Source: an optimization exercise on an open RTL-to-GDS flow (aim: small area). Production flows keep margins and buffers that such runs may drop.
Where RTL was checked, it was by simulation tests only, not by an equivalence proof against the original.
The RTL of runs 4 to 6 was laid out without a check of its function.
Power and IR drop assume default switching activity.

## flow/constraint.sdc

```tcl
create_clock -name core_clock -period 4.0 [get_ports {clk}]
set_input_delay 0.8000 -clock core_clock [delete_from_list [all_inputs] [get_ports {clk}]]
set_output_delay 0.8000 -clock core_clock [all_outputs]
set_load 0.01 [all_outputs]
```

## flow/config.mk

```make
export PLATFORM = sky130hd
export DESIGN_NAME = operand_fetch_stage
export DESIGN_NICKNAME = operand_fetch_stage
export VERILOG_FILES = /design/flow/design.v
export SDC_FILE = /design/flow/constraint.sdc
export NUM_CORES = 4
export LEC_CHECK = 0
export CAP_MARGIN = 20
export CORE_MARGIN = 2
export CORE_UTILIZATION = 40
export SLEW_MARGIN = 20
```

## flow/design.v

```verilog
module operand_fetch_stage #(
    parameter int DATA_W    = 32,
    parameter int REG_SEL_W = 5
) (
    input  logic                 clk,
    input  logic                 rst,
    input  logic                 flush,
    input  logic                 in_valid,
    output logic                 in_ready,
    input  logic [REG_SEL_W-1:0] in_rs1_addr,
    input  logic                 in_rs1_en,
    input  logic [REG_SEL_W-1:0] in_rs2_addr,
    input  logic                 in_rs2_en,
    input  logic [REG_SEL_W-1:0] in_rd_addr,
    input  logic                 in_rd_en,
    input  logic [3:0]           in_funct3,
    input  logic [7:0]           in_funct7,
    input  logic [DATA_W:0]      in_imm,
    input  logic [6:0]           in_opcode,
    input  logic                 wb_en,
    input  logic [REG_SEL_W-1:0] wb_addr,
    input  logic [DATA_W-1:0]    wb_data,
    output logic                 out_valid,
    input  logic                 out_ready,
    output logic [DATA_W:0]      out_rs1,
    output logic [DATA_W:0]      out_rs2,
    output logic [REG_SEL_W:0]   out_rd,
    output logic [3:0]           out_funct3,
    output logic [7:0]           out_funct7,
    output logic [DATA_W:0]      out_imm,
    output logic [6:0]           out_opcode
);
    localparam int NREG = 1 << REG_SEL_W;
    logic [DATA_W-1:0] rf_q [NREG];
    logic              wb_wr;
    assign wb_wr = wb_en && (wb_addr != '0);
    always_ff @(posedge clk) begin
        if (rst) begin
            for (int i = 0; i < NREG; i++) begin
                rf_q[i] <= '0;
            end
        end else if (wb_wr) begin
            rf_q[wb_addr] <= wb_data;
        end
    end
    logic out_valid_q, out_valid_d;
    logic accept;
    logic stall;
    assign in_ready = !out_valid_q || out_ready;
    assign accept       = in_valid && in_ready && !flush;
    assign stall        = out_valid_q && !out_ready;
    logic [DATA_W-1:0] rs1_data;
    logic [DATA_W-1:0] rs2_data;
    always_comb begin
        rs1_data = '0;
        if (in_rs1_en && (in_rs1_addr != '0)) begin
            rs1_data = rf_q[in_rs1_addr];
            if (wb_wr && (wb_addr == in_rs1_addr)) begin
                rs1_data = wb_data;
            end
        end
    end
    always_comb begin
        rs2_data = '0;
        if (in_rs2_en && (in_rs2_addr != '0)) begin
            rs2_data = rf_q[in_rs2_addr];
            if (wb_wr && (wb_addr == in_rs2_addr)) begin
                rs2_data = wb_data;
            end
        end
    end
    logic [DATA_W:0]    out_rs1_q,    out_rs1_d;
    logic [DATA_W:0]    out_rs2_q,    out_rs2_d;
    logic [REG_SEL_W:0] out_rd_q,     out_rd_d;
    logic [3:0]         out_funct3_q, out_funct3_d;
    logic [7:0]         out_funct7_q, out_funct7_d;
    logic [DATA_W:0]    out_imm_q,    out_imm_d;
    logic [6:0]         out_opcode_q, out_opcode_d;
    logic [REG_SEL_W-1:0] rs1_addr_q, rs1_addr_d;
    logic [REG_SEL_W-1:0] rs2_addr_q, rs2_addr_d;
    always_comb begin
        out_rs1_d    = out_rs1_q;
        out_rs2_d    = out_rs2_q;
        out_rd_d     = out_rd_q;
        out_funct3_d = out_funct3_q;
        out_funct7_d = out_funct7_q;
        out_imm_d    = out_imm_q;
        out_opcode_d = out_opcode_q;
        rs1_addr_d   = rs1_addr_q;
        rs2_addr_d   = rs2_addr_q;
        if (accept) begin
            out_rs1_d    = {rs1_data, in_rs1_en};
            out_rs2_d    = {rs2_data, in_rs2_en};
            out_rd_d     = {in_rd_addr, in_rd_en};
            out_funct3_d = in_funct3;
            out_funct7_d = in_funct7;
            out_imm_d    = in_imm;
            out_opcode_d = in_opcode;
            rs1_addr_d   = in_rs1_addr;
            rs2_addr_d   = in_rs2_addr;
        end
        else if (stall && wb_wr) begin
            if (out_rs1_q[0] && (rs1_addr_q == wb_addr)) begin
                out_rs1_d = {wb_data, 1'b1};
            end
            if (out_rs2_q[0] && (rs2_addr_q == wb_addr)) begin
                out_rs2_d = {wb_data, 1'b1};
            end
        end
    end
    always_comb begin
        out_valid_d = out_valid_q;
        if (flush) begin
            out_valid_d = 1'b0;
        end else if (accept) begin
            out_valid_d = 1'b1;
        end else if (out_ready) begin
            out_valid_d = 1'b0;
        end
    end
    always_ff @(posedge clk) begin
        if (rst) begin
            out_valid_q  <= 1'b0;
            out_rs1_q    <= '0;
            out_rs2_q    <= '0;
            out_rd_q     <= '0;
            out_funct3_q <= '0;
            out_funct7_q <= '0;
            out_imm_q    <= '0;
            out_opcode_q <= '0;
            rs1_addr_q   <= '0;
            rs2_addr_q   <= '0;
        end else begin
            out_valid_q  <= out_valid_d;
            out_rs1_q    <= out_rs1_d;
            out_rs2_q    <= out_rs2_d;
            out_rd_q     <= out_rd_d;
            out_funct3_q <= out_funct3_d;
            out_funct7_q <= out_funct7_d;
            out_imm_q    <= out_imm_d;
            out_opcode_q <= out_opcode_d;
            rs1_addr_q   <= rs1_addr_d;
            rs2_addr_q   <= rs2_addr_d;
        end
    end
    assign out_valid  = out_valid_q;
    assign out_rs1    = out_rs1_q;
    assign out_rs2    = out_rs2_q;
    assign out_rd     = out_rd_q;
    assign out_funct3 = out_funct3_q;
    assign out_funct7 = out_funct7_q;
    assign out_imm    = out_imm_q;
    assign out_opcode = out_opcode_q;
endmodule
```

## flow/run.sh

```bash
#!/bin/bash
# synth_recipe.tcl (not shown) runs the flow's synth.tcl, then flattens the netlist and writes it again
# the make line also repeats each setting of config.mk as NAME=value (left out here)
make -C /OpenROAD-flow-scripts/flow DESIGN_CONFIG=/design/flow/config.mk WORK_HOME=/design/flow/orfs CLKGATE_MAP_FILE= SYNTH_SCRIPT=/design/flow/synth_recipe.tcl finish
```

==> impl_metrics.json, run 1 <==
{
  "clock_path_buffers": 3,
  "antenna_found_initial": 26,
  "cts_resized": 0,
  "die_h_um": 389,
  "yosysWarnings": 1,
  "grt_first_pass_wirelength_um": 296000,
  "area_delta_synth_final_pct": 17.3,
  "p_leak_nw": 23.9,
  "critPathKind": "in -> out",
  "drtIter0Drc": 5917,
  "cp.arrival_ns": 2.29,
  "hold_path_class": "reg -> reg",
  "synth.largest_area_cell": "edfxtp_1",
  "fp.dieW_um": 389,
  "instances_no_fill": 6308,
  "cp-start-kind": "input port",
  "max-slew-margin-rel": 0.189,
  "track_usage": 0.277,
  "gp_congestion": 0.824,
  "ios": 239,
  "whs_path_depth": 2,
  "worst_pin_slew_ns": 1.22,
  "cts_sinks": 1159,
  "min_from": "out_imm_q[22]",
  "yosysMostFrequentCell": "edfxtp_1",
  "grt-ovfl-total": 0,
  "start_util": 0.402,
  "cts_setup_buffers": 0,
  "power.switching_mw": 7.45,
  "cp.required_ns": 3.20,
  "ir_drop_mv": 0.309,
  "portBuffers": 238,
  "cts_hold_buf": 0,
  "layout_min_cycle_time_ns": 3.09,
  "hpwl_um": 126000,
  "drc": 0,
  "die_area_um2": 151000,
  "grt_max_degree": 71,
  "core.rowCount": 141,
  "setup_tns_ns": 0,
  "fin_crit_sh": 0.773,
  "timing.fmax_ghz": 0.324,
  "crit_path_start": "out_ready",
  "htreeDepth": 4,
  "synthTopCellsByArea": "edfxtp_1, mux4_2, and2_1",
  "core_region_area_um2": 147000,
  "drive_above_1_share": 0.236,
  "worstRegToRegCells": 6,
  "cts_tree": "yes",
  "setup_viol_count_final": 0,
  "ys_ff_latch": 1159,
  "maxSlewViolCount": 0,
  "async_reset_ff_frac": 0,
  "rsz0062_at_grt": "false",
  "sw_frac_of_total": 0.244,
  "vias": 39739,
  "cts.clk_slew.worst_paths_ns": 0.05,
  "ant_nets": 0,
  "yosysTopAreaCellShare": 0.518,
  "via_per_inst": 6.30,
  "power.density_nw_per_um2": 438,
  "synthFlopType": "edfxtp_1",
  "routed_wl_um": 211000,
  "syn_avg_cell_area_um2": 14.6,
  "critPathMaxFanout": 5,
  "postSynthCellCount": 4075,
  "r2r-start": "out_valid_q",
  "nets": 4370,
  "wl_per_cell_um": 33.5,
  "status": "finished clean",
  "numCtsBuffers": 137,
  "hold_viol": 0,
  "synth_edf_count": 1024,
  "firstDrtPassIters": 8,
  "p_int_mw": 23.0,
  "cap_viol_max_count": 0,
  "post-route-util": 0.472,
  "clockPowerShare": 0.426,
  "ys_types": 46,
  "synthTopCellsByCount": "edfxtp_1, and2_1, mux4_2",
  "clock_skew_ns": 0.0373,
  "comb_power_share": 0.110,
  "synth-seq-area-share": 0.564,
  "clk_latency_ns": 0.79,
  "root_buffer": "clkbuf_16",
  "num-fill-cells": 12794,
  "grt_pass1_vias": 39668,
  "dp_cells": 6048,
  "synth_area_um2": 59300,
  "seq_power_share": 0.464,
  "cp-end-kind": "output pin"
}
==> layout make-up <==
type                       count  area [um^2]  area share
tap                         1930         2410      0.0347
timing repair buffer         461         4680      0.0673
inverter                       3         11.3    0.000162
antenna                       10         25.0    0.000360
clock inverter                63          751      0.0108
sequential                  1159        33500       0.481
clock buffer                 187         3860      0.0555
multi-input combinational   2495        24400       0.351
==> registers in the layout, indices dropped and copies added (netlist names), 5 cells and up <==
signal and flops:
rf_q 1024, out_imm_q 33, out_rs1_q 33, out_rs2_q 33
out_funct7_q 8, out_opcode_q 7, out_rd_q 6, rs1_addr_q 5
rs2_addr_q 5
==> critical path, cell delays in order <==
cell and delay (ns):
clkdlybuf4s50_1 0.45, and2b_1 0.26, inv_2 0.18, clkdlybuf4s50_1 0.60
==> final timing paths <==
| path | endpoint | slack, ns |
|---|---|---|
| max | in_ready | 0.91 |
| min | out_imm_q[22] | 0.45 |
| max reg2reg | out_rs2_q[19] | 1.41 |
| min reg2reg | out_imm_q[22] | 0.45 |
==> cells in the final DEF, fill, tap and decap left out, drive strengths merged, types with 36 or more instances in the layout <==
master / count
a21oi: 168
a22o: 64
a22oi: 192
and2: 995
buf: 229
clkbuf: 187
clkdlybuf4s50: 232
clkinv: 37
dfxtp: 135
edfxtp: 1024
mux4: 512
nand2: 176
nand4: 36
nor2: 72
==> per-stage QoR <==
stage	hold WS [ns]	power (mW)	setup WS, ns	instance area, um^2
finish	0.451	30.5	0.909	69600
global route	0.468	31.2	0.876	69600
CTS	0.453	30.6	0.898	69600
detailed placement	0.446	17.7	0.454	65000
global placement	0.441	17.6	0.508	65000
floorplan	0.449	16.2	1.15	59500
==> kinds of logic after synthesis <==
group / synth area share
and+or+nand+nor: 0.132
DFF: 0.564
AOI/OAI and AO/OA: 0.0687
muxes: 0.200
buffers and inverters: 0.0332
xor gates and xnor gates: 0.00280
other: 0.0000632
==> per-layer routing <==
| layer | global-route usage | part of all wire |
|---|---|---|
| met4 | 0.112 | 0.041 |
| met1 | 0.375 | 0.38 |
| met3 | 0.0661 | 0.11 |
| met2 | 0.430 | 0.46 |
| met5 | 0 | 0.00030 |
==> power by group through the flow <==
| stage | Clock (mW) | Combinational [mW] | Sequential [mW] |
|---|---|---|---|
| after floorplan | 0 | 1.94 | 14.3 |
| after global placement | 0 | 3.28 | 14.3 |
| after detailed placement | 0 | 3.30 | 14.4 |
| after CTS | 13.1 | 3.31 | 14.1 |
| after global routing | 13.6 | 3.47 | 14.2 |
| final | 13.0 | 3.34 | 14.1 |
==> run 2: changes to the inputs <==
==> flow/design.v (replaced) <==
module operand_fetch_stage #(
    parameter int DATA_W    = 32,
    parameter int REG_SEL_W = 5
) (
    input  logic                 clk,
    input  logic                 rst,
    input  logic                 flush,
    input  logic                 in_valid,
    output logic                 in_ready,
    input  logic [REG_SEL_W-1:0] in_rs1_addr,
    input  logic                 in_rs1_en,
    input  logic [REG_SEL_W-1:0] in_rs2_addr,
    input  logic                 in_rs2_en,
    input  logic [REG_SEL_W-1:0] in_rd_addr,
    input  logic                 in_rd_en,
    input  logic [3:0]           in_funct3,
    input  logic [7:0]           in_funct7,
    input  logic [DATA_W:0]      in_imm,
    input  logic [6:0]           in_opcode,
    input  logic                 wb_en,
    input  logic [REG_SEL_W-1:0] wb_addr,
    input  logic [DATA_W-1:0]    wb_data,
    output logic                 out_valid,
    input  logic                 out_ready,
    output logic [DATA_W:0]      out_rs1,
    output logic [DATA_W:0]      out_rs2,
    output logic [REG_SEL_W:0]   out_rd,
    output logic [3:0]           out_funct3,
    output logic [7:0]           out_funct7,
    output logic [DATA_W:0]      out_imm,
    output logic [6:0]           out_opcode
);
    localparam int NREG = 1 << REG_SEL_W;
    logic [DATA_W-1:0] rf_q [1:NREG-1];
    logic [DATA_W-1:0] wr_data;
    logic [NREG-1:1]   row_en;
    assign wr_data = wb_data & {DATA_W{~rst}};
    always_comb begin
        for (int i = 1; i < NREG; i++) begin
            row_en[i] = rst | (wb_en & (wb_addr == REG_SEL_W'(i)));
        end
    end
    always_ff @(posedge clk) begin
        for (int i = 1; i < NREG; i++) begin
            if (row_en[i]) rf_q[i] <= wr_data;
        end
    end
    logic out_valid_q;
    logic accept;
    assign in_ready = !out_valid_q || out_ready;
    assign accept   = in_valid && in_ready && !flush;
    always_ff @(posedge clk) begin
        if (rst || flush) begin
            out_valid_q <= 1'b0;
        end else if (in_ready) begin
            out_valid_q <= in_valid;
        end
    end
    logic [REG_SEL_W-1:0] rs1_addr_q, rs2_addr_q;
    logic                 rs1_en_q, rs2_en_q;
    logic [REG_SEL_W:0]   out_rd_q;
    logic [3:0]           out_funct3_q;
    logic [7:0]           out_funct7_q;
    logic [DATA_W:0]      out_imm_q;
    logic [6:0]           out_opcode_q;
    always_ff @(posedge clk) begin
        if (in_ready) begin
            rs1_addr_q   <= in_rs1_addr & {REG_SEL_W{in_rs1_en}};
            rs2_addr_q   <= in_rs2_addr & {REG_SEL_W{in_rs2_en}};
            rs1_en_q     <= in_rs1_en;
            rs2_en_q     <= in_rs2_en;
            out_rd_q     <= {in_rd_addr, in_rd_en};
            out_funct3_q <= in_funct3;
            out_funct7_q <= in_funct7;
            out_imm_q    <= in_imm;
            out_opcode_q <= in_opcode;
        end
    end
    logic [DATA_W-1:0] rs1_data, rs2_data;
    always_comb begin
        rs1_data = '0;
        rs2_data = '0;
        for (int i = 1; i < NREG; i++) begin
            rs1_data = rs1_data | (rf_q[i] & {DATA_W{rs1_addr_q == REG_SEL_W'(i)}});
            rs2_data = rs2_data | (rf_q[i] & {DATA_W{rs2_addr_q == REG_SEL_W'(i)}});
        end
    end
    assign out_valid  = out_valid_q;
    assign out_rs1    = {rs1_data, rs1_en_q};
    assign out_rs2    = {rs2_data, rs2_en_q};
    assign out_rd     = out_rd_q;
    assign out_funct3 = out_funct3_q;
    assign out_funct7 = out_funct7_q;
    assign out_imm    = out_imm_q;
    assign out_opcode = out_opcode_q;
endmodule
--- a/flow/config.mk
+++ b/flow/config.mk
@@ -8,4 +8,5 @@
 export CAP_MARGIN = 20
 export CORE_MARGIN = 2
 export CORE_UTILIZATION = 40
+export CTS_BUF_LIST = sky130_fd_sc_hd__clkbuf_4 sky130_fd_sc_hd__clkbuf_8
 export SLEW_MARGIN = 20
==> impl_metrics.json, run 2 <==
{
  "syn_avg_cell_area_um2": 14.0,
  "post-place-ws_ns": -0.164,
  "gp_congestion": 0.976,
  "antenna_found_initial": 11,
  "power.density_nw_per_um2": 440,
  "cp-start-kind": "register",
  "routed_wl_um": 230000,
  "worst_slack_ns": -0.347,
  "synth_compound_area_frac": 0.127,
  "hpwl_um": 129000,
  "timing.fmax_ghz": 0.230,
  "grt-ovfl-total": 0,
  "mostFrequentLayoutCells": "edfxtp_1, nand3_1, a22oi_1",
  "htreeDepth": 4,
  "start_util": 0.402,
  "finalPower_mw": 27.1,
  "use_met3": 0.124,
  "synthSimpleGateAreaFrac": 0.145,
  "synthFlopType": "edfxtp_1",
  "synth_edf_count": 1062,
  "fin_area_um2": 61600,
  "largest_register": "rf_q",
  "core.rowCount": 124,
  "area_delta_synth_final_pct": 34.5,
  "core_region_area_um2": 114000,
  "layout_min_cycle_time_ns": 4.35,
  "synthMuxAreaShare": 0.00278,
  "drtIter0Drc": 8806,
  "ios": 239,
  "ant_nets": 0,
  "synth-adder-area-share": 0,
  "critPathKind": "reg -> out",
  "via_per_inst": 7.23,
  "status": "complete, but fails checks",
  "crit_path_start": "rs2_addr_q[4]",
  "grt_use_met1": 0.477,
  "wl_per_cell_um": 41.1,
  "so.violations": "setup timing",
  "synth_top_family_by_area": "simple AND/OR/NAND/NOR gates",
  "worst_pin_slew_ns": 1.09,
  "nets": 4049,
  "hold_viol": 0,
  "clock_path_buffers": 3,
  "firstDrtPassIters": 12,
  "synth-seq-area-share": 0.696,
  "rr_endpoint": "out_funct7_q[1]",
  "async_reset_ff_frac": 0,
  "fp.dieW_um": 342,
  "ys_ff_latch": 1063,
  "cp-end-kind": "output pin",
  "track_usage": 0.375,
  "largest_reg_flops": 992,
  "critPathMaxFanout": 17,
  "maxSlewViolCount": 0,
  "ys_types": 53,
  "rsz0062_at_grt": "true",
  "synth.largest_area_cell": "edfxtp_1",
  "max-slew-margin-rel": 0.267,
  "cp.required_ns": 3.20,
  "num-fill-cells": 9351,
  "synth_xor_area_frac": 0,
  "r2r-start": "out_valid_q",
  "cap_viol_max_count": 0,
  "grt.busiest_layer": "met2",
  "p_leak_nw": 22.0,
  "whs_path_depth": 3,
  "cp.arrival_ns": 3.55,
  "die_h_um": 342,
  "fin_crit_sh": 1.09,
  "yosysWarnings": 2,
  "synthTopCellsByArea": "edfxtp_1, a22oi_1, nand3_1",
  "ir_drop_mv": 0.266,
  "clock_skew_ns": 0.0229,
  "min_from": "in_valid",
  "numCtsBuffers": 177,
  "cts_hold_buf": 0,
  "grt_max_degree": 72,
  "die_area_um2": 117000,
  "yosysMostFrequentCell": "edfxtp_1",
  "use_met2": 0.537,
  "grt_pass1_vias": 38254,
  "vias": 40438,
  "worstRegToRegCells": 2,
  "setup_viol_count_final": 64,
  "drc": 0,
  "grt_first_pass_wirelength_um": 302000,
  "synth_area_um2": 45800,
  "reg_top3": "rf_q: 992 flops, out_imm_q: 33 flops, out_funct7_q: 8 flops",
  "portBuffers": 238,
  "yosysTopAreaCellShare": 0.696,
  "synthTopCellsByCount": "edfxtp_1, a22oi_1, nand3_1",
  "placed_area_um2": 52800,
  "cts_sinks": 1063,
  "r2r_slack_ns": 2.39,
  "drive_above_1_share": 0.325,
  "post-route-util": 0.540,
  "hold_path_class": "in -> reg",
  "cts.clk_slew.worst_paths_ns": 0.06,
  "cts_tree": "yes",
  "hold_path_end": "out_valid_q",
  "root_buffer": "clkbuf_8",
  "postSynthCellCount": 3280,
  "layout_commonest_cell": "edfxtp_1",
  "clk_latency_ns": 0.86
}
## run 2: cell types whose count changed after synthesis, sizes merged, moves of 134 or more
cell / delta
and2: -930
mux4: -512
nand3: +504
a22oi: +344
and3: +218
a21oi: -162
nand2: -144
dfxtp: -134
## run 2: power by group
group,switching [mW],internal [mW]
combinational,2.18,1.43
clock,4.58,4.94
sequential,0.628,13.3
total,7.39,19.7
## run 2: through the flow
| stage | setup TNS, ns | hold WS [ns] | instances |
|---|---|---|---|
| after floorplan | -69.47 | 0.878 | 3280 |
| after global placement | -6.14 | 1.13 | 5035 |
| after detailed placement | -1.21 | 1.15 | 5036 |
| after CTS | -15.02 | 0.419 | 5517 |
| after global routing | -17.72 | 0.461 | 5585 |
| final | -15.00 | 0.479 | 5590 |
## run 2: worst max-delay path, stage by stage, from the launching register on
cell	delay [ns]
edfxtp_1	0.48
buf_4	0.19
and3b_4	0.27
and2_2	0.25
buf_4	0.32
a22oi_1	0.37
nand2_1	0.12
or4_4	0.51
buf_2	0.17
## run 2: how the worst max path moves through the flow
stage	endpoint	slack (ns)	cells past startpoint
2_1_floorplan	rf_q[25][0]	-0.32	4
4_1_cts	out_rs2[25]	-0.35	9
3_5_place_dp	out_rs1[21]	-0.16	8
5_1_grt	out_rs2[26]	-0.39	10
6_report	out_rs2[5]	-0.35	8
3_3_place_gp	out_rs2[24]	-0.23	9
## run 2: area by class of cell
class	instances	area (um^2)	share of cell area
repair buffers	783	9090	0.148
inverters	3	11.3	0.000183
diodes	6	15.0	0.000244
clock inverters	68	387	0.00627
multi-input cells	1908	15300	0.249
clock buffers	247	2990	0.0485
flip-flops and latches	1063	31900	0.518
well taps	1512	1890	0.0307
## run 2: logic make-up (layout without fill, tap and decap cells)
kind of cell / after synthesis / count (layout)
simple gates: 1155 / 1163
flops: 1063 / 1063
compound gates: 733 / 733
buf+inv: 317 / 1101
mux: 12 / 12
other cells: 0 / 6
## run 2: per-layer routing
metal  routed length, um  share of wire
met4               21600          0.094
met3               37800           0.16
met2               94700           0.41
met5                  51        0.00022
met1               75700           0.33
## run 2: repair_timing
action / in CTS / in global routing
cloned: 23 / 11
pin swaps: 158 / 135
setup buffers: 149 / 59
gates resized for setup: 741 / 216
setup endpoints to repair: 64 / 64
==> run 3: changes to the inputs <==
--- a/flow/config.mk
+++ b/flow/config.mk
@@ -8,5 +8,4 @@
 export CAP_MARGIN = 20
 export CORE_MARGIN = 2
 export CORE_UTILIZATION = 40
-export CTS_BUF_LIST = sky130_fd_sc_hd__clkbuf_4 sky130_fd_sc_hd__clkbuf_8
 export SLEW_MARGIN = 20
==> impl_metrics.json, run 3 <==
{
  "via_per_inst": 7.29,
  "timing.fmax_ghz": 0.238,
  "max-slew-margin-rel": 0.257,
  "synth-seq-area-share": 0.696,
  "cp.required_ns": 3.20,
  "gp_congestion": 0.976,
  "critPathMaxFanout": 15,
  "hold_path_class": "in -> reg",
  "ir_drop_mv": 0.356,
  "root_buffer": "clkbuf_16",
  "start_util": 0.402,
  "setup_viol_count_final": 62,
  "area_delta_synth_final_pct": 34.1,
  "maxSlewViolCount": 0,
  "synthTopCellsByArea": "edfxtp_1, a22oi_1, nand3_1",
  "cts_sinks": 1063,
  "yosysWarnings": 2,
  "antenna_found_initial": 7,
  "mostFrequentLayoutCells": "edfxtp_1, nand3_1, a22oi_1",
  "synthFlopType": "edfxtp_1",
  "layout_min_cycle_time_ns": 4.21,
  "cts.clk_slew.worst_paths_ns": 0.07,
  "postSynthCellCount": 3280,
  "status": "complete, but fails checks",
  "vias": 39745,
  "synth_edf_count": 1062,
  "power.density_nw_per_um2": 447,
  "largest_register": "rf_q",
  "grt_pass1_vias": 37463,
  "clock_path_buffers": 3,
  "cp-start-kind": "register",
  "drive_above_1_share": 0.299,
  "ios": 239,
  "fp.dieW_um": 342,
  "ys_types": 53,
  "nets": 3956,
  "grt_max_degree": 72,
  "clk_latency_ns": 0.74,
  "dp_cells": 5036,
  "synth.largest_area_cell": "edfxtp_1",
  "syn_avg_cell_area_um2": 14.0,
  "fin_crit_sh": 1.05,
  "layout_commonest_cell": "edfxtp_1",
  "finalPower_mw": 27.5,
  "drtIter0Drc": 8863,
  "hpwl_um": 129000,
  "reg_top3": "rf_q: 992 flops, out_imm_q: 33 flops, out_funct7_q: 8 flops",
  "grt_first_pass_wirelength_um": 298000,
  "async_reset_ff_frac": 0,
  "core_region_area_um2": 114000,
  "cts_tree": "yes",
  "num-fill-cells": 9338,
  "firstDrtPassIters": 10,
  "grt-ovfl-total": 0,
  "hold_viol": 0,
  "yosysTopAreaCellShare": 0.696,
  "routed_wl_um": 226000,
  "critPathKind": "reg -> out",
  "die_area_um2": 117000,
  "yosysMostFrequentCell": "edfxtp_1",
  "htreeDepth": 3,
  "core.rowCount": 124,
  "portBuffers": 238,
  "worst_pin_slew_ns": 1.11,
  "largest_reg_flops": 992,
  "p_leak_nw": 21.8,
  "synthTopCellsByCount": "edfxtp_1, a22oi_1, nand3_1",
  "post-route-util": 0.539,
  "die_h_um": 342,
  "numCtsBuffers": 110,
  "so.violations": "setup timing",
  "wl_per_cell_um": 41.4,
  "cp.arrival_ns": 3.41,
  "cp-end-kind": "output pin",
  "ys_ff_latch": 1063,
  "instances_no_fill": 5453,
  "synth_area_um2": 45800,
  "track_usage": 0.369,
  "drc": 0,
  "ant_nets": 0,
  "clock_skew_ns": 0.0411,
  "worst_slack_ns": -0.211,
  "cap_viol_max_count": 0,
  "rsz0062_at_grt": "true"
}
[run 3: cell count changes in the layout (fill, tap and decap cells not counted), moves of 8 or more]
cell,before,now
and2_4,34,44
buf_12,126,134
clkbuf_8,181,3
clkbuf_4,66,0
clkbuf_16,8,120
buf_4,262,248
clkbuf_1,0,25
buf_6,168,153
[run 3: final cells by class]
type | instances | area (um^2) | share of cell area
sequential | 1063 | 31900 | 0.519
timing repair buffer | 756 | 8920 | 0.145
inverter | 3 | 11.3 | 0.000183
antenna | 7 | 17.5 | 0.000285
tap | 1512 | 1890 | 0.0308
clock inverter | 65 | 475 | 0.00774
clock buffer | 138 | 2890 | 0.0470
multi-input combinational | 1909 | 15300 | 0.250
[run 3: logic make-up after synthesis]
family,after synthesis,synth area share
AO/OA/AOI/OAI,733,0.127
buffers and inverters,317,0.0293
flip-flops,1063,0.696
multiplexers,12,0.00278
AND/OR/NAND/NOR,1155,0.145
[run 3: worst max-delay path, stage by stage (launching register included)]
cell	delay, ns
edfxtp_1	0.43
buf_6	0.13
buf_6	0.10
and3b_2	0.27
and2_4	0.20
buf_12	0.17
a222oi_1	0.45
nand3_1	0.16
or4_4	0.60
buf_6	0.14
[run 3: power breakdown]
part	switching, mW	total (mW)	internal, mW
Sequential	0.627	14.0	13.3
Clock	4.53	9.90	5.37
Combinational	2.16	3.60	1.44
Total	7.32	27.5	20.1
[run 3: worst paths after layout]
| path | start | to | slack [ns] | depth (start not counted) |
|---|---|---|---|---|
| worst max register to register | out_valid_q | rs2_en_q | 2.42 | 2 |
| worst min register to register | out_valid_q | rs1_addr_q[1] | 1.09 | 2 |
| worst min-delay path | in_valid | out_valid_q | 0.64 | 3 |
| worst max-delay path | rs1_addr_q[1] | out_rs1[19] | -0.21 | 9 |
[run 3: repair_timing]
| item | CTS | global route |
|---|---|---|
| endpoints found under the setup margin | 64 | 64 |
| buffers inserted | 112 | 74 |
| hold buffers | 0 | 0 |
| resized for setup | 665 | 329 |
| cloned | 23 | 12 |
| pin swaps | 154 | 216 |
[run 3: through the flow]
stage | setup TNS, ns | setup slack (ns) | cell area (um^2) | hold WS, ns
after floorplan | -69.47 | -0.320 | 45900 | 0.878
after global placement | -6.14 | -0.234 | 52800 | 1.13
after detailed placement | -1.21 | -0.164 | 52800 | 1.15
after CTS | -5.60 | -0.192 | 59200 | 0.609
after global routing | -6.02 | -0.193 | 61400 | 0.631
final | -5.08 | -0.211 | 61500 | 0.638
[run 3: metal layers]
layer | vias to the layer above | wire length (um) | track usage
met3 | 1085 | 35700 | 0.114
met2 | 4288 | 94800 | 0.535
met1 | 19519 | 76200 | 0.473
met5 | - | 177 | 0.00858
met4 | 14 | 18800 | 0.253
li1 | 14839 | - | -
==> run 4: changes to the inputs <==
--- a/flow/design.v
+++ b/flow/design.v
@@ -76,14 +76,21 @@
             out_opcode_q <= in_opcode;
         end
     end
+    logic [NREG-1:1]   rs1_sel, rs2_sel;
     logic [DATA_W-1:0] rs1_data, rs2_data;
     always_comb begin
-        rs1_data = '0;
-        rs2_data = '0;
         for (int i = 1; i < NREG; i++) begin
-            rs1_data = rs1_data | (rf_q[i] & {DATA_W{rs1_addr_q == REG_SEL_W'(i)}});
-            rs2_data = rs2_data | (rf_q[i] & {DATA_W{rs2_addr_q == REG_SEL_W'(i)}});
+            rs1_sel[i] = (rs1_addr_q == REG_SEL_W'(i));
+            rs2_sel[i] = (rs2_addr_q == REG_SEL_W'(i));
         end
+    end
+    for (genvar b = 0; b < DATA_W; b++) begin : g_rd
+        logic [NREG-1:1] col;
+        for (genvar i = 1; i < NREG; i++) begin : g_col
+            assign col[i] = rf_q[i][b];
+        end
+        opf_rdsel #(.N(NREG-1)) u_rs1 (.d(col), .sel(rs1_sel), .y(rs1_data[b]));
+        opf_rdsel #(.N(NREG-1)) u_rs2 (.d(col), .sel(rs2_sel), .y(rs2_data[b]));
     end
     assign out_valid  = out_valid_q;
     assign out_rs1    = {rs1_data, rs1_en_q};
@@ -94,3 +101,56 @@
     assign out_imm    = out_imm_q;
     assign out_opcode = out_opcode_q;
 endmodule
+module opf_rdsel #(
+    parameter int N = 31
+) (
+    input  logic [N-1:0] d,
+    input  logic [N-1:0] sel,
+    output logic         y
+);
+    logic [10:0] n;
+    logic [2:0]  h;
+    for (genvar g = 0; g < 10; g++) begin : g_aoi
+        opf_aoi222 u_aoi (
+            .a1(d[3*g]),   .a2(sel[3*g]),
+            .b1(d[3*g+1]), .b2(sel[3*g+1]),
+            .c1(d[3*g+2]), .c2(sel[3*g+2]),
+            .y(n[g])
+        );
+    end
+    opf_nand2 u_last (.a(d[30]), .b(sel[30]), .y(n[10]));
+    opf_nand4 u_h0 (.a(n[0]), .b(n[1]), .c(n[2]),  .d(n[3]), .y(h[0]));
+    opf_nand4 u_h1 (.a(n[4]), .b(n[5]), .c(n[6]),  .d(n[7]), .y(h[1]));
+    opf_nand3 u_h2 (.a(n[8]), .b(n[9]), .c(n[10]),           .y(h[2]));
+    opf_or3   u_y  (.a(h[0]), .b(h[1]), .c(h[2]),            .y(y));
+endmodule
+module opf_aoi222 (
+    input  logic a1, a2, b1, b2, c1, c2,
+    output logic y
+);
+    assign y = ~((a1 & a2) | (b1 & b2) | (c1 & c2));
+endmodule
+module opf_nand2 (
+    input  logic a, b,
+    output logic y
+);
+    assign y = ~(a & b);
+endmodule
+module opf_nand3 (
+    input  logic a, b, c,
+    output logic y
+);
+    assign y = ~(a & b & c);
+endmodule
+module opf_nand4 (
+    input  logic a, b, c, d,
+    output logic y
+);
+    assign y = ~(a & b & c & d);
+endmodule
+module opf_or3 (
+    input  logic a, b, c,
+    output logic y
+);
+    assign y = a | b | c;
+endmodule
--- a/flow/config.mk
+++ b/flow/config.mk
@@ -7,5 +7,8 @@
 export LEC_CHECK = 0
 export CAP_MARGIN = 20
 export CORE_MARGIN = 2
-export CORE_UTILIZATION = 40
+export CORE_UTILIZATION = 60
+export PLACE_DENSITY = 0.7
 export SLEW_MARGIN = 20
+export SYNTH_HIERARCHICAL = 1
+export SYNTH_MINIMUM_KEEP_SIZE = 0
==> impl_metrics.json, run 4 <==
{
  "synth.largest_area_cell": "edfxtp_1",
  "status": "complete, but fails checks",
  "yosysWarnings": 8,
  "rsz0062_at_grt": "true",
  "timing.fmax_ghz": 0.236,
  "seq_power_share": 0.524,
  "cap_viol_max_count": 0,
  "instances_no_fill": 3868,
  "drc": 0,
  "hold_viol": 0,
  "worst_slack_ns": -0.244,
  "setup_viol_count_final": 58,
  "clock_skew_ns": 0.00413,
  "multi_input_area_um2": 10300,
  "clock_path_buffers": 3,
  "die_h_um": 266,
  "synth-seq-area-share": 0.774,
  "synthMuxAreaShare": 0,
  "critPathKind": "reg -> out",
  "yosysMostFrequentCell": "edfxtp_1",
  "fin_area_um2": 53200,
  "dp_cells": 3511,
  "p_int_mw": 20.1,
  "layout_min_cycle_time_ns": 4.24,
  "p_leak_nw": 18.2,
  "ff_latch_area_um2": 31900,
  "start_util": 0.603,
  "largest_register": "rf_q",
  "ir_drop_mv": 0.346,
  "clk_latency_ns": 0.66,
  "numCtsBuffers": 104,
  "finalPower_mw": 26.4,
  "vias": 32561,
  "synth_compound_area_frac": 0.161,
  "yosysTopAreaCellShare": 0.773,
  "core.rowCount": 96,
  "via_per_inst": 8.42,
  "area_delta_synth_final_pct": 29.0,
  "track_usage": 0.447,
  "wl_per_cell_um": 41.9,
  "grt_first_pass_wirelength_um": 222000,
  "ys_types": 29,
  "drive_above_1_share": 0.254,
  "cp_cell_sequence": "buf_6 > buf_6 > nand2_4 > buf_6 > nor3_4 > buf_12 > buf_12 > buf_4 > a222oi_1 > nand4_1 > or3_4 > buf_6",
  "htreeDepth": 3,
  "reg_top3": "rf_q: 992 flops, out_imm_q: 33 flops, out_funct7_q: 8 flops",
  "die_area_um2": 70800,
  "clockPowerShare": 0.373,
  "power.switching_mw": 6.28,
  "largest_reg_flops": 992,
  "ios": 239,
  "drtIter0Drc": 10253,
  "hpwl_um": 87500,
  "syn_avg_cell_area_um2": 18.6,
  "critPathTopFamily": "simple AND/OR/NAND/NOR gates",
  "cp.required_ns": 3.20,
  "fp.dieW_um": 266,
  "cp-end-kind": "output pin",
  "hold_path_class": "in -> reg",
  "ys_ff_latch": 1063,
  "firstDrtPassIters": 14,
  "portBuffers": 238,
  "nets": 3017,
  "setup_tns_ns": -5.69,
  "synth-adder-area-share": 0,
  "grt-ovfl-total": 0,
  "synth_xor_area_frac": 0,
  "post-place-ws_ns": -0.121,
  "max-slew-margin-rel": 0.137,
  "cp_slowest_stage_delay_ns": 0.49,
  "mostFrequentLayoutCells": "edfxtp_1, a222oi_1, buf_4",
  "layout_commonest_cell": "edfxtp_1",
  "sw_frac_of_total": 0.238,
  "grt_max_degree": 72,
  "maxSlewViolCount": 0,
  "num-fill-cells": 3699,
  "async_reset_ff_frac": 0,
  "cp.arrival_ns": 3.44,
  "synth_top_family_by_area": "compound AO/OA/AOI/OAI gates",
  "synth_area_um2": 41200,
  "placed_area_um2": 47200,
  "cpMaxStageDelayCell": "or3_4",
  "postSynthCellCount": 2219,
  "critPathMaxFanout": 7,
  "root_buffer": "clkbuf_16",
  "comb_power_share": 0.103,
  "cts_sinks": 1063,
  "fin_crit_sh": 1.06,
  "path_buf_inv": 7,
  "synthSimpleGateAreaFrac": 0.0628,
  "core_region_area_um2": 68300,
  "gp_congestion": 1.07,
  "power.density_nw_per_um2": 496,
  "cts_tree": "yes",
  "cts.clk_slew.worst_paths_ns": 0.06,
  "synthTopCellsByArea": "edfxtp_1, a222oi_1, nand4_1",
  "synthTopCellsByCount": "edfxtp_1, a222oi_1, nand4_1",
  "so.violations": "setup timing",
  "cp-start-kind": "register",
  "grt_pass1_vias": 31437,
  "ant_nets": 0,
  "synth_edf_count": 1062,
  "antenna_found_initial": 4,
  "synthFlopType": "edfxtp_1",
  "routed_wl_um": 162000,
  "cp_common_cell": "buf_6",
  "worst_pin_slew_ns": 1.29
}
[run 4: cells by family (layout without fill, tap and decap cells)]
group | Yosys count | count (layout)
DFF | 1063 | 1063
AOI/OAI and AO/OA | 672 | 672
and+or+nand+nor | 466 | 467
buffers and inverters | 18 | 783
other | 0 | 1
[run 4: Yosys stat by module, one instance, submodules excluded, excerpt]
module,copies in the design,area [um^2]
opf_nand3,64,5.00
opf_or3,64,6.26
opf_aoi222,640,10.0
opf_nand4,128,6.26
operand_fetch_stage,1,33100
opf_nand2,64,3.75
[run 4: metal layers]
layer  vias up  part of all wire  GRT usage
met5         -           0.00031          0
met3       736              0.19      0.167
li1      12272                 -          -
met1     15661              0.31      0.573
met2      3884              0.43      0.653
met4         8             0.077      0.271
[run 4: power by group through the flow]
stage	logic (mW)	clock network (mW)	registers [mW]
4_1_cts	2.49	9.84	13.8
3_3_place_gp	2.29	0	13.9
6_report	2.72	9.85	13.8
3_5_place_dp	2.31	0	14.0
2_1_floorplan	0.840	0	13.9
5_1_grt	2.72	10.2	13.9
[run 4: cell type report]
type	count	area share
Antenna cell	1	0.0000470
Clock buffer	132	0.0533
Clock inverter	55	0.0107
Inverter	1	0.0000706
Multi-Input combinational cell	1139	0.193
Sequential cell	1063	0.600
Tap cell	882	0.0207
Timing Repair Buffer	595	0.122
[run 4: final timing paths]
check | from | endpoint | slack, ns | cells after the start
worst max-delay path | rs2_addr_q[2] | out_rs2[32] | -0.24 | 12
worst min-delay path | flush | out_valid_q | 0.68 | 2
worst max register to register | out_valid_q | out_imm_q[0] | 2.43 | 2
worst min register to register | out_valid_q | rs1_en_q | 1.15 | 2
[run 4: stage by stage]
| step | hold WS [ns] | utilization |
|---|---|---|
| 6_report | 0.684 | 0.778 |
| 3_3_place_gp | 1.13 | 0.690 |
| 5_1_grt | 0.679 | 0.778 |
| 2_1_floorplan | 0.878 | - |
| 3_5_place_dp | 1.15 | 0.690 |
| 4_1_cts | 0.666 | 0.769 |
[run 4: repair_timing]
item	in CTS	in global routing
setup buffers	109	40
hold buffers	0	0
endpoints found under the setup margin	64	64
cloned	20	5
resized for setup	400	79
pin swaps	311	108
endpoints found under the hold margin	0	0
==> run 5: changes to the inputs <==
--- a/flow/design.v
+++ b/flow/design.v
@@ -56,7 +56,14 @@
             out_valid_q <= in_valid;
         end
     end
-    logic [REG_SEL_W-1:0] rs1_addr_q, rs2_addr_q;
+    logic [NREG-1:1] rs1_sel, rs2_sel;
+    always_comb begin
+        for (int i = 1; i < NREG; i++) begin
+            rs1_sel[i] = in_rs1_en && (in_rs1_addr == REG_SEL_W'(i));
+            rs2_sel[i] = in_rs2_en && (in_rs2_addr == REG_SEL_W'(i));
+        end
+    end
+    logic [NREG-1:1]      rs1_sel_q, rs2_sel_q;
     logic                 rs1_en_q, rs2_en_q;
     logic [REG_SEL_W:0]   out_rd_q;
     logic [3:0]           out_funct3_q;
@@ -65,8 +72,8 @@
     logic [6:0]           out_opcode_q;
     always_ff @(posedge clk) begin
         if (in_ready) begin
-            rs1_addr_q   <= in_rs1_addr & {REG_SEL_W{in_rs1_en}};
-            rs2_addr_q   <= in_rs2_addr & {REG_SEL_W{in_rs2_en}};
+            rs1_sel_q    <= rs1_sel;
+            rs2_sel_q    <= rs2_sel;
             rs1_en_q     <= in_rs1_en;
             rs2_en_q     <= in_rs2_en;
             out_rd_q     <= {in_rd_addr, in_rd_en};
@@ -76,21 +83,14 @@
             out_opcode_q <= in_opcode;
         end
     end
-    logic [NREG-1:1]   rs1_sel, rs2_sel;
     logic [DATA_W-1:0] rs1_data, rs2_data;
-    always_comb begin
-        for (int i = 1; i < NREG; i++) begin
-            rs1_sel[i] = (rs1_addr_q == REG_SEL_W'(i));
-            rs2_sel[i] = (rs2_addr_q == REG_SEL_W'(i));
-        end
-    end
     for (genvar b = 0; b < DATA_W; b++) begin : g_rd
         logic [NREG-1:1] col;
         for (genvar i = 1; i < NREG; i++) begin : g_col
             assign col[i] = rf_q[i][b];
         end
-        opf_rdsel #(.N(NREG-1)) u_rs1 (.d(col), .sel(rs1_sel), .y(rs1_data[b]));
-        opf_rdsel #(.N(NREG-1)) u_rs2 (.d(col), .sel(rs2_sel), .y(rs2_data[b]));
+        opf_rdsel #(.N(NREG-1)) u_rs1 (.d(col), .sel(rs1_sel_q), .y(rs1_data[b]));
+        opf_rdsel #(.N(NREG-1)) u_rs2 (.d(col), .sel(rs2_sel_q), .y(rs2_data[b]));
     end
     assign out_valid  = out_valid_q;
     assign out_rs1    = {rs1_data, rs1_en_q};
==> impl_metrics.json, run 5 <==
{
  "synth.largest_area_cell": "edfxtp_1",
  "async_reset_ff_frac": 0,
  "gp_congestion": 0.956,
  "ys_ff_latch": 1115,
  "fin_area_um2": 51200,
  "die_h_um": 271,
  "vias": 30418,
  "grt_first_pass_wirelength_um": 204000,
  "worst_slack_ns": -0.0243,
  "synth-seq-area-share": 0.783,
  "critPathMaxFanout": 32,
  "area_delta_synth_final_pct": 19.9,
  "numCtsBuffers": 110,
  "placed_area_um2": 47500,
  "layout_commonest_cell": "edfxtp_1",
  "fp.dieW_um": 271,
  "cts_tree": "yes",
  "so.violations": "setup timing",
  "rsz0062_at_grt": "false",
  "wl_per_cell_um": 38.2,
  "synthTopCellsByArea": "edfxtp_1, a222oi_1, nand4_1",
  "hold_viol": 0,
  "synth_xor_area_frac": 0,
  "yosysTopAreaCellShare": 0.783,
  "setup_viol_count_final": 2,
  "power.density_nw_per_um2": 537,
  "ys_types": 26,
  "reg_top3": "rf_q: 992 flops, out_imm_q: 33 flops",
  "max-slew-margin-rel": 0.363,
  "postSynthCellCount": 2259,
  "hpwl_um": 78600,
  "nets": 2833,
  "ios": 239,
  "firstDrtPassIters": 15,
  "cp-end-kind": "output pin",
  "track_usage": 0.385,
  "cp.required_ns": 3.20,
  "path_buf_inv": 2,
  "synth_edf_count": 1114,
  "grt-ovfl-total": 0,
  "start_util": 0.608,
  "core.rowCount": 97,
  "num-fill-cells": 4242,
  "antenna_found_initial": 3,
  "grt_max_degree": 74,
  "die_area_um2": 73400,
  "cpMaxStageDelayCell": "a222oi_1",
  "largest_reg_flops": 992,
  "clock_skew_ns": 0.0122,
  "routed_wl_um": 143000,
  "drive_above_1_share": 0.127,
  "synth-adder-area-share": 0,
  "yosysMostFrequentCell": "edfxtp_1",
  "status": "complete, but fails checks",
  "synthSimpleGateAreaFrac": 0.0590,
  "layout_min_cycle_time_ns": 4.02,
  "drc": 0,
  "hold_path_class": "in -> reg",
  "portBuffers": 238,
  "cp_slowest_stage_delay_ns": 0.54,
  "fin_crit_sh": 1.01,
  "hold_ws_ns": 0.662,
  "synthTopCellsByCount": "edfxtp_1, a222oi_1, nand4_1",
  "syn_avg_cell_area_um2": 18.9,
  "cts.clk_slew.worst_paths_ns": 0.06,
  "synth_compound_area_frac": 0.156,
  "largest_register": "rf_q",
  "root_buffer": "clkbuf_16",
  "drtIter0Drc": 9265,
  "critPathKind": "reg -> out",
  "critPathTopFamily": "buffers and inverters",
  "p_leak_nw": 17.0,
  "synthMuxAreaShare": 0,
  "maxSlewViolCount": 0,
  "cp-start-kind": "register",
  "via_per_inst": 8.11,
  "cp_cell_sequence": "buf_4 > a222oi_1 > nand4_1 > or3_4 > clkdlybuf4s50_1",
  "timing.fmax_ghz": 0.248,
  "htreeDepth": 3,
  "clock_path_buffers": 3,
  "ant_nets": 0,
  "worst_pin_slew_ns": 0.956,
  "synthFlopType": "edfxtp_1",
  "cap_viol_max_count": 0,
  "synth_top_family_by_area": "compound AO/OA/AOI/OAI gates",
  "cp.arrival_ns": 3.22,
  "clk_latency_ns": 0.68,
  "core_region_area_um2": 70300,
  "grt_pass1_vias": 30570,
  "cts_sinks": 1115,
  "synth_area_um2": 42700,
  "mostFrequentLayoutCells": "edfxtp_1, a222oi_1, clkdlybuf4s50_1",
  "ir_drop_mv": 0.410,
  "yosysWarnings": 8
}
## run 5: changes by cell type after synthesis, sizes merged, moves of 4 or more
cell	before	now
or3	68	64
nand4b	3	9
nand2b	11	7
and2	10	0
nor3	20	0
or3b	4	0
nand4bb	0	6
nor2	43	63
nand3b	4	0
edfxtp	1062	1114
## run 5: cell families after synthesis
kind of cell	Yosys count
flip-flops	1115
AND/OR/NAND/NOR	454
AO/OA/AOI/OAI	672
buffers and inverters	18
## run 5: modules after synthesis (local to each module, per instance), excerpt
| module | flops+latches | cells inside |
|---|---|---|
| operand_fetch_stage | 1115 | 1299 |
| opf_aoi222 | 0 | 1 |
| opf_nand2 | 0 | 1 |
| opf_nand3 | 0 | 1 |
| opf_nand4 | 0 | 1 |
| opf_or3 | 0 | 1 |
## run 5: what timing repair did
action | 4_1_cts | 5_1_grt
resized for setup | 0 | 23
setup endpoints to repair | 0 | 16
setup buffers | 0 | 3
hold buffers | 0 | 0
## run 5: layout make-up
type / count / area (um^2) / share of cell area
diodes: 1 / 2.50 / 0.0000488
clock inverters: 74 / 686 / 0.0134
clock buffers: 128 / 2910 / 0.0567
repair buffers: 366 / 3460 / 0.0674
inverters: 1 / 3.75 / 0.0000733
well taps: 940 / 1180 / 0.0230
multi-input cells: 1126 / 9540 / 0.186
flip-flops and latches: 1115 / 33500 / 0.653
## run 5: layer usage
metal  part of all wire  global-route usage  vias up  wire [um]
met5            0.00010                   0        -         15
li1                   -                   -    11966          -
met1               0.32               0.519    14621      46200
met4              0.065               0.223        2       9370
met2               0.44               0.568     3319      63500
met3               0.17               0.107      510      24300
## run 5: through the flow
stage	TNS (ns)	instances	power, mW	util	setup slack, ns
after floorplan	0	2259	15.6	-	0.776
after global placement	0	3544	17.2	0.676	0.770
after detailed placement	0	3545	17.3	0.676	0.735
after CTS	0	3747	27.4	0.727	0.00119
after global routing	0	3750	28.2	0.729	0.000564
final	-0.0319	3751	27.5	0.729	-0.0243
## run 5: path summary, 6_finish.rpt
path                  from               to  slack [ns]  cells after the start
max reg2reg    out_valid_q    out_imm_q[18]        2.40                      2
max          rs2_sel_q[22]       out_rs2[4]       -0.02                      5
min                  flush      out_valid_q        0.66                      2
min reg2reg    out_valid_q  out_opcode_q[4]        1.05                      2
## run 5: power breakdown
part	switching (mW)	internal, mW
Combinational	1.81	0.986
Sequential	0.491	13.9
Clock	4.37	5.95
Total	6.67	20.9
==> run 6: changes to the inputs <==
==> flow/flow/run.sh (new file) <==
#!/bin/bash
# Standard layout (the standard.sh), with buf_1 port buffers and a clock
# tree of larger sink clusters and no dummy loads. Each step's full log is in
# orfs/logs; make's own output goes to standard.log.
export BUFFER_PORTS_ARGS="-buffer_cell sky130_fd_sc_hd__buf_1"
export CTS_ARGS="-sink_clustering_enable -repair_clock_nets -dont_use_dummy_load -buf_list {sky130_fd_sc_hd__clkbuf_16} -sink_clustering_size 24 -sink_clustering_max_diameter 80"
bash standard.sh > standard.log 2>&1
==> flow/standard.sh (new file) <==
#!/bin/bash
# synth_recipe.tcl (not shown) runs the flow's synth.tcl, then flattens the netlist and writes it again
# the make line also repeats each setting of config.mk as NAME=value (left out here)
make -C /OpenROAD-flow-scripts/flow DESIGN_CONFIG=/design/flow/config.mk WORK_HOME=/design/flow/orfs CLKGATE_MAP_FILE= SYNTH_SCRIPT=/design/flow/synth_recipe.tcl "${@:-finish}"
--- a/flow/config.mk
+++ b/flow/config.mk
@@ -5,10 +5,11 @@
 export SDC_FILE = /design/flow/constraint.sdc
 export NUM_CORES = 4
 export LEC_CHECK = 0
-export CAP_MARGIN = 20
+export CAP_MARGIN = 0
 export CORE_MARGIN = 2
 export CORE_UTILIZATION = 60
 export PLACE_DENSITY = 0.7
-export SLEW_MARGIN = 20
+export SETUP_SLACK_MARGIN = 0.1
+export SLEW_MARGIN = 0
 export SYNTH_HIERARCHICAL = 1
 export SYNTH_MINIMUM_KEEP_SIZE = 0
removed: flow/run.sh
==> impl_metrics.json, run 6 <==
{
  "fin_crit_sh": 1.00,
  "drtIter0Drc": 9013,
  "rsz0062_at_grt": "false",
  "synth.largest_area_cell": "edfxtp_1",
  "largest_register": "rf_q",
  "clock_skew_ns": 0.0219,
  "synthTopCellsByArea": "edfxtp_1, a222oi_1, nand4_1",
  "ys_types": 26,
  "yosysMostFrequentCell": "edfxtp_1",
  "mostFrequentLayoutCells": "edfxtp_1, a222oi_1, buf_1",
  "track_usage": 0.389,
  "grt_pass1_vias": 29855,
  "ys_ff_latch": 1115,
  "nets": 2787,
  "cpMaxStageDelayCell": "edfxtp_1",
  "cp.required_ns": 3.20,
  "synth_area_um2": 42700,
  "htreeDepth": 2,
  "via_per_inst": 8.45,
  "critPathMaxFanout": 17,
  "synth-adder-area-share": 0,
  "portBuffers": 238,
  "die_area_um2": 73400,
  "die_h_um": 271,
  "cp_slowest_stage_delay_ns": 0.81,
  "power.density_nw_per_um2": 477,
  "cts_hold_buf": 0,
  "cts_resized": 0,
  "synth_xor_area_frac": 0,
  "max-slew-margin-rel": 0.136,
  "ios": 239,
  "cap_viol_max_count": 0,
  "start_util": 0.608,
  "numCtsBuffers": 52,
  "async_reset_ff_frac": 0,
  "placed_area_um2": 46000,
  "path_buf_inv": 2,
  "grt-ovfl-total": 0,
  "synthSimpleGateAreaFrac": 0.0590,
  "drc": 0,
  "root_buffer": "clkbuf_16",
  "grt_max_degree": 124,
  "clk_latency_ns": 0.66,
  "ir_drop_mv": 0.342,
  "synth_compound_area_frac": 0.156,
  "reg_top3": "rf_q: 992 flops, out_imm_q: 33 flops",
  "p_leak_nw": 15.2,
  "synthMuxAreaShare": 0,
  "setup_viol_count_final": 1,
  "fp.dieW_um": 271,
  "status": "complete, but fails checks",
  "synth_edf_count": 1114,
  "worst_pin_slew_ns": 1.29,
  "synth_top_family_by_area": "compound AO/OA/AOI/OAI gates",
  "cp_cell_sequence": "buf_4 > a222oi_1 > nand3_1 > or3_1 > buf_1",
  "cts.clk_slew.worst_paths_ns": 0.09,
  "postSynthCellCount": 2259,
  "antenna_found_initial": 5,
  "so.violations": "setup timing",
  "area_delta_synth_final_pct": 10.9,
  "hpwl_um": 84600,
  "cts_tree": "yes",
  "gp_congestion": 0.911,
  "routed_wl_um": 146000,
  "maxSlewViolCount": 0,
  "hold_viol": 0,
  "timing.fmax_ghz": 0.250,
  "clock_path_buffers": 3,
  "finalPower_mw": 22.6,
  "layout_commonest_cell": "edfxtp_1",
  "drive_above_1_share": 0.0936,
  "firstDrtPassIters": 15,
  "critPathKind": "reg -> out",
  "syn_avg_cell_area_um2": 18.9,
  "cp-end-kind": "output pin",
  "yosysWarnings": 8,
  "largest_reg_flops": 992,
  "ant_nets": 0,
  "r2r_slack_ns": 2.60,
  "synthFlopType": "edfxtp_1",
  "fin_area_um2": 47400,
  "worst_slack_ns": -0.00518,
  "cp-start-kind": "register",
  "critPathTopFamily": "flip-flops",
  "core.rowCount": 97,
  "wl_per_cell_um": 40.3,
  "hold_path_class": "in -> reg",
  "synthTopCellsByCount": "edfxtp_1, a222oi_1, nand4_1",
  "cts_sinks": 1115,
  "layout_min_cycle_time_ns": 4.01,
  "core_region_area_um2": 70300,
  "grt_first_pass_wirelength_um": 204000,
  "synth-seq-area-share": 0.783,
  "vias": 30555,
  "yosysTopAreaCellShare": 0.783,
  "cp.arrival_ns": 3.21
}
-- run 6: cell counts after synthesis --
No cell type changed its count.
-- run 6: layout make-up --
| class | count | area (um^2) |
|---|---|---|
| Sequential cell | 1115 | 33500 |
| Fill cell | 4671 | 22900 |
| Multi-Input combinational cell | 1126 | 9450 |
| Timing Repair Buffer | 378 | 1960 |
| Clock buffer | 52 | 1300 |
| Tap cell | 940 | 1180 |
| Antenna cell | 3 | 7.51 |
| Inverter | 1 | 3.75 |
-- run 6: power breakdown --
| part | total [mW] | switching, mW | internal, mW |
|---|---|---|---|
| Clock | 5.70 | 3.38 | 2.32 |
| Sequential | 14.4 | 0.506 | 13.9 |
| Combinational | 2.49 | 1.84 | 0.654 |
-- run 6: worst paths after layout --
check / start / end / cells after the start
setup reg to reg: out_valid_q / out_opcode_q[6] / 2
setup / recovery: rs1_sel_q[28] / out_rs1[9] / 5
hold reg to reg: out_valid_q / rs2_sel_q[8] / 2
hold / removal: flush / out_valid_q / 2
-- run 6: logic make-up (layout without fill, tap and decap cells) --
| kind of cell | count (synthesis) | count (layout) |
|---|---|---|
| AOI/OAI and AO/OA | 672 | 672 |
| other | 0 | 3 |
| DFF | 1115 | 1115 |
| buffers and inverters | 18 | 431 |
| and+or+nand+nor | 454 | 454 |
-- run 6: per-module statistics from Yosys (local to each module, per instance), a selection --
module,times used,area (um^2),flip-flops and latches
opf_nand2,64,3.75,0
opf_aoi222,640,10.0,0
opf_nand4,128,6.26,0
opf_or3,64,6.26,0
opf_nand3,64,5.00,0
operand_fetch_stage,1,34600,1115
-- run 6: metal layers --
layer  vias up  GRT usage  part of all wire
li1      11778          -                 -
met1     14853      0.527              0.32
met2      3389      0.565              0.43
met3       527      0.125              0.18
met4         8      0.209             0.065
met5         -    0.00724            0.0014
-- run 6: timing repair --
item / CTS / global route
setup buffers: 2 / 3
endpoints found under the setup margin: 2 / 17
pin swaps: 1 / 0
-- run 6: stage by stage --
stage          setup TNS (ns)  instances  setup WS (ns)  hold slack (ns)   util
2_1_floorplan               0       2259          0.776            0.878      -
3_3_place_gp                0       3555          0.787            0.964  0.655
3_5_place_dp                0       3555          0.707            0.970  0.655
4_1_cts                     0       3609          0.119            0.285  0.674
5_1_grt                     0       3612          0.102            0.298  0.674
6_report             -0.00518       3615       -0.00518            0.291  0.674
==> run 7: changes to the inputs <==
--- a/flow/design.v
+++ b/flow/design.v
@@ -56,14 +56,20 @@
             out_valid_q <= in_valid;
         end
     end
-    logic [NREG-1:1] rs1_sel, rs2_sel;
+    logic [3:0] rs1_lo, rs2_lo;
+    logic [7:0] rs1_hi, rs2_hi;
     always_comb begin
-        for (int i = 1; i < NREG; i++) begin
-            rs1_sel[i] = in_rs1_en && (in_rs1_addr == REG_SEL_W'(i));
-            rs2_sel[i] = in_rs2_en && (in_rs2_addr == REG_SEL_W'(i));
+        for (int i = 0; i < 4; i++) begin
+            rs1_lo[i] = (in_rs1_addr[1:0] == 2'(i));
+            rs2_lo[i] = (in_rs2_addr[1:0] == 2'(i));
+        end
+        for (int i = 0; i < 8; i++) begin
+            rs1_hi[i] = in_rs1_en && (in_rs1_addr[4:2] == 3'(i));
+            rs2_hi[i] = in_rs2_en && (in_rs2_addr[4:2] == 3'(i));
         end
     end
-    logic [NREG-1:1]      rs1_sel_q, rs2_sel_q;
+    logic [3:0]           rs1_lo_q, rs2_lo_q;
+    logic [7:0]           rs1_hi_q, rs2_hi_q;
     logic                 rs1_en_q, rs2_en_q;
     logic [REG_SEL_W:0]   out_rd_q;
     logic [3:0]           out_funct3_q;
@@ -72,8 +78,10 @@
     logic [6:0]           out_opcode_q;
     always_ff @(posedge clk) begin
         if (in_ready) begin
-            rs1_sel_q    <= rs1_sel;
-            rs2_sel_q    <= rs2_sel;
+            rs1_lo_q     <= rs1_lo;
+            rs2_lo_q     <= rs2_lo;
+            rs1_hi_q     <= rs1_hi;
+            rs2_hi_q     <= rs2_hi;
             rs1_en_q     <= in_rs1_en;
             rs2_en_q     <= in_rs2_en;
             out_rd_q     <= {in_rd_addr, in_rd_en};
@@ -84,6 +92,13 @@
         end
     end
     logic [DATA_W-1:0] rs1_data, rs2_data;
+    logic [NREG-1:1]   rs1_sel_q, rs2_sel_q;
+    always_comb begin
+        for (int i = 1; i < NREG; i++) begin
+            rs1_sel_q[i] = rs1_hi_q[i / 4] && rs1_lo_q[i % 4];
+            rs2_sel_q[i] = rs2_hi_q[i / 4] && rs2_lo_q[i % 4];
+        end
+    end
     for (genvar b = 0; b < DATA_W; b++) begin : g_rd
         logic [NREG-1:1] col;
         for (genvar i = 1; i < NREG; i++) begin : g_col
--- a/flow/flow/run.sh
+++ b/flow/flow/run.sh
@@ -4,4 +4,5 @@
 # orfs/logs; make's own output goes to standard.log.
 export BUFFER_PORTS_ARGS="-buffer_cell sky130_fd_sc_hd__buf_1"
 export CTS_ARGS="-sink_clustering_enable -repair_clock_nets -dont_use_dummy_load -buf_list {sky130_fd_sc_hd__clkbuf_16} -sink_clustering_size 24 -sink_clustering_max_diameter 80"
+export RECOVER_POWER=100
 bash standard.sh > standard.log 2>&1
--- a/flow/config.mk
+++ b/flow/config.mk
@@ -5,11 +5,11 @@
 export SDC_FILE = /design/flow/constraint.sdc
 export NUM_CORES = 4
 export LEC_CHECK = 0
-export CAP_MARGIN = 0
+export CAP_MARGIN = 10
 export CORE_MARGIN = 2
 export CORE_UTILIZATION = 60
 export PLACE_DENSITY = 0.7
 export SETUP_SLACK_MARGIN = 0.1
-export SLEW_MARGIN = 0
+export SLEW_MARGIN = 10
 export SYNTH_HIERARCHICAL = 1
 export SYNTH_MINIMUM_KEEP_SIZE = 0
==> impl_metrics.json, run 7 <==
{
  "cts.clk_slew.worst_paths_ns": 0.09,
  "mostFrequentLayoutCells": "edfxtp_1, a222oi_1, buf_1",
  "comb_power_share": 0.094,
  "worstRegToRegCells": 3,
  "htreeDepth": 2,
  "drc": 0,
  "antenna_found_initial": 1,
  "nets": 2757,
  "clockPowerShare": 0.260,
  "cp_num_cells": 6,
  "synthMuxAreaShare": 0,
  "async_reset_ff_frac": 0,
  "cts_hold_buf": 0,
  "gp_congestion": 0.971,
  "finalPower_mw": 21.6,
  "post-route-util": 0.674,
  "setup_viol_count_final": 1,
  "clk_latency_ns": 0.65,
  "num-fill-cells": 4686,
  "vias": 29759,
  "cp-start-kind": "register",
  "yosysMostFrequentCell": "edfxtp_1",
  "sw_frac_of_total": 0.245,
  "path_buf_inv": 2,
  "power.switching_mw": 5.31,
  "multi_input_area_um2": 9650,
  "track_usage": 0.379,
  "die_h_um": 268,
  "root_buffer": "clkbuf_16",
  "synth_area_um2": 41700,
  "fp.dieW_um": 268,
  "critPathKind": "reg -> out",
  "cts_tree": "yes",
  "cap_viol_max_count": 24,
  "grt_first_pass_wirelength_um": 193000,
  "synthSimpleGateAreaFrac": 0.0640,
  "grt-ovfl-total": 0,
  "numCtsBuffers": 52,
  "cp-end-kind": "output pin",
  "timing.fmax_ghz": 0.249,
  "max-slew-margin-rel": -0.659,
  "synth_xor_area_frac": 0,
  "clock_skew_ns": 0.0279,
  "hold_viol": 0,
  "cp.arrival_ns": 3.21,
  "p_int_mw": 16.3,
  "synth-adder-area-share": 0,
  "clock_path_buffers": 3,
  "p_leak_nw": 14.9,
  "seq_power_share": 0.646,
  "layout_commonest_cell": "edfxtp_1",
  "hpwl_um": 80100,
  "firstDrtPassIters": 13,
  "core.rowCount": 96,
  "critPathMaxFanout": 17,
  "layout_min_cycle_time_ns": 4.01,
  "rsz0062_at_grt": "true",
  "cts_sinks": 1077,
  "synthFlopType": "edfxtp_1",
  "whs_path_depth": 1,
  "area_delta_synth_final_pct": 11.1,
  "cp.required_ns": 3.20,
  "syn_avg_cell_area_um2": 18.7,
  "yosysTopAreaCellShare": 0.775,
  "routed_wl_um": 138000,
  "synth_top_family_by_area": "compound AO/OA/AOI/OAI gates",
  "drive_above_1_share": 0.0889,
  "maxSlewViolCount": 807,
  "ys_types": 29,
  "synth-seq-area-share": 0.775,
  "setup_tns_ns": -0.0139,
  "largest_register": "rf_q",
  "wl_per_cell_um": 38.7,
  "worst_slack_ns": -0.0139,
  "ys_ff_latch": 1077,
  "largest_reg_flops": 992,
  "via_per_inst": 8.32,
  "portBuffers": 238,
  "ff_latch_area_um2": 32300,
  "ant_nets": 0,
  "hold_path_class": "in -> reg",
  "synth.largest_area_cell": "edfxtp_1",
  "grt_max_degree": 86,
  "die_area_um2": 71600,
  "fin_crit_sh": 1.00,
  "power.density_nw_per_um2": 467,
  "status": "complete, but fails checks",
  "start_util": 0.607,
  "synthTopCellsByArea": "edfxtp_1, a222oi_1, nand4_1",
  "postSynthCellCount": 2232,
  "critPathTopFamily": "simple AND/OR/NAND/NOR gates",
  "cp_slowest_stage_delay_ns": 0.54,
  "synth_compound_area_frac": 0.159,
  "cpMaxStageDelayCell": "or3_4",
  "yosysWarnings": 8,
  "synth_edf_count": 1076,
  "core_region_area_um2": 68700,
  "reg_top3": "rf_q: 992 flops, out_imm_q: 33 flops",
  "so.violations": "capacitance limit, slew limit, setup timing",
  "ir_drop_mv": 0.379,
  "ios": 239,
  "cp_cell_sequence": "and2_1 > buf_4 > a222oi_1 > nand4_1 > or3_4 > buf_1",
  "worst_pin_slew_ns": 2.49,
  "drtIter0Drc": 8465,
  "grt_pass1_vias": 28702,
  "synthTopCellsByCount": "edfxtp_1, a222oi_1, nand4_1"
}
==> run 7: cell count changes after synthesis, moves of 5 or more <==
cell,change
o21bai_1,-16
nor2_1,-48
edfxtp_1,-38
o21ai_0,+15
clkbuf_1,-9
nand4b_1,-6
a21o_1,-5
a31o_2,+5
buf_2,+5
nand4bb_1,-6
and2_1,+64
==> run 7: layer usage <==
layer	track usage	routed length (um)	share of wire	up-vias
met5	0	9	0.000065	-
met4	0.209	9310	0.067	2
met3	0.108	23700	0.17	464
met2	0.565	60600	0.44	3155
met1	0.509	44600	0.32	14505
li1	-	-	-	11633
==> run 7: cell families after synthesis <==
family / Yosys count
AND/OR/NAND/NOR: 467
AO/OA/AOI/OAI: 672
flip-flops: 1077
buffers and inverters: 16
==> run 7: per-module statistics from Yosys (local to each module, per instance), excerpt <==
module               cells inside  area (um^2)
opf_nand2                       1         3.75
opf_nand4                       1         6.26
opf_or3                         1         6.26
opf_aoi222                      1         10.0
operand_fetch_stage          1272        33500
opf_nand3                       1         5.00
==> run 7: through the flow <==
step | setup slack (ns) | cell area, um^2 | hold slack, ns | cells
after CTS | 0.102 | 46300 | 0.280 | 3568
after global routing | 0.0168 | 46300 | 0.296 | 3573
after floorplan | -0.0235 | 41700 | 0.878 | 2232
final | -0.0139 | 46300 | 0.307 | 3575
after global placement | 0.647 | 44900 | 0.968 | 3516
after detailed placement | 0.568 | 44900 | 0.970 | 3516
==> run 7: final timing paths <==
path	startpoint	endpoint	slack, ns
hold reg to reg	out_valid_q	out_imm_q[14]	1.98
setup / recovery	rs1_lo_q[2]	out_rs1[28]	-0.01
setup reg to reg	out_valid_q	out_valid_q	1.66
hold / removal	in_imm[24]	out_imm_q[24]	0.31
==> run 7: layout make-up <==
cell class / instances / share of cell area
diodes: 2 / 0.000108
well taps: 931 / 0.0251
multi-input cells: 1139 / 0.208
clock buffers: 52 / 0.0281
inverters: 4 / 0.000324
repair buffers: 370 / 0.0404
flip-flops and latches: 1077 / 0.698
==> run 7: power by group through the flow <==
stage	registers [mW]	clock network [mW]	logic (mW)
3_5_place_dp	14.2	0	1.92
2_1_floorplan	14.1	0	0.868
6_report	14.0	5.62	2.03
4_1_cts	13.9	5.62	1.94
5_1_grt	14.1	5.94	2.08
3_3_place_gp	14.1	0	1.89
==> run 7: what timing repair did <==
action | CTS | global route
pin swaps | 15 | 42
cloned | 0 | 1
resized for setup | 22 | 71
setup buffers | 0 | 4
setup endpoints to repair | 45 | 54

[re-timing with driven ports]
In the flow no input, the clock included, has a driving cell. The finished layouts below were timed again as built, in two steps. Step 1: set_driving_cell puts a clkbuf_16 on clk and a buf_2 on each other input, an assumption about the parent block. Step 2 moves the port delays by t, midway between the first and last clock arrival at a register: inputs arrive t later, outputs are due t later. That takes back most of the time a late clock gives input paths. Three values: ideal, step 1, step 2; two values: the first two.
run | t, ns | setup WS [ns] | clock arrival spread, ns | worst slew at a driven data input, ns
run 1 | 0.853 | 0.909 / 0.876 / 0.361 | 0.039 / 0.039 | 0.13
run 2 | 0.949 | -0.347 / -0.427 / 0.521 | 0.059 / 0.059 | 0.07
run 3 | 0.800 | -0.211 / -0.288 / 0.512 | 0.050 / 0.050 | 0.07
run 4 | 0.732 | -0.244 / -0.315 / 0.417 | 0.026 / 0.026 | 0.06
run 5 | 0.742 | -0.024 / -0.092 / 0.650 | 0.029 / 0.028 | 0.05
run 6 | 0.716 | -0.005 / -0.080 / 0.468 | 0.061 / 0.060 | 0.05
run 7 | 0.708 | -0.014 / -0.081 / -0.594 | 0.033 / 0.033 | 0.07
The setup slack of run 7, which loses most, moves by -0.067 ns with the drivers and by -0.580 ns with both steps.
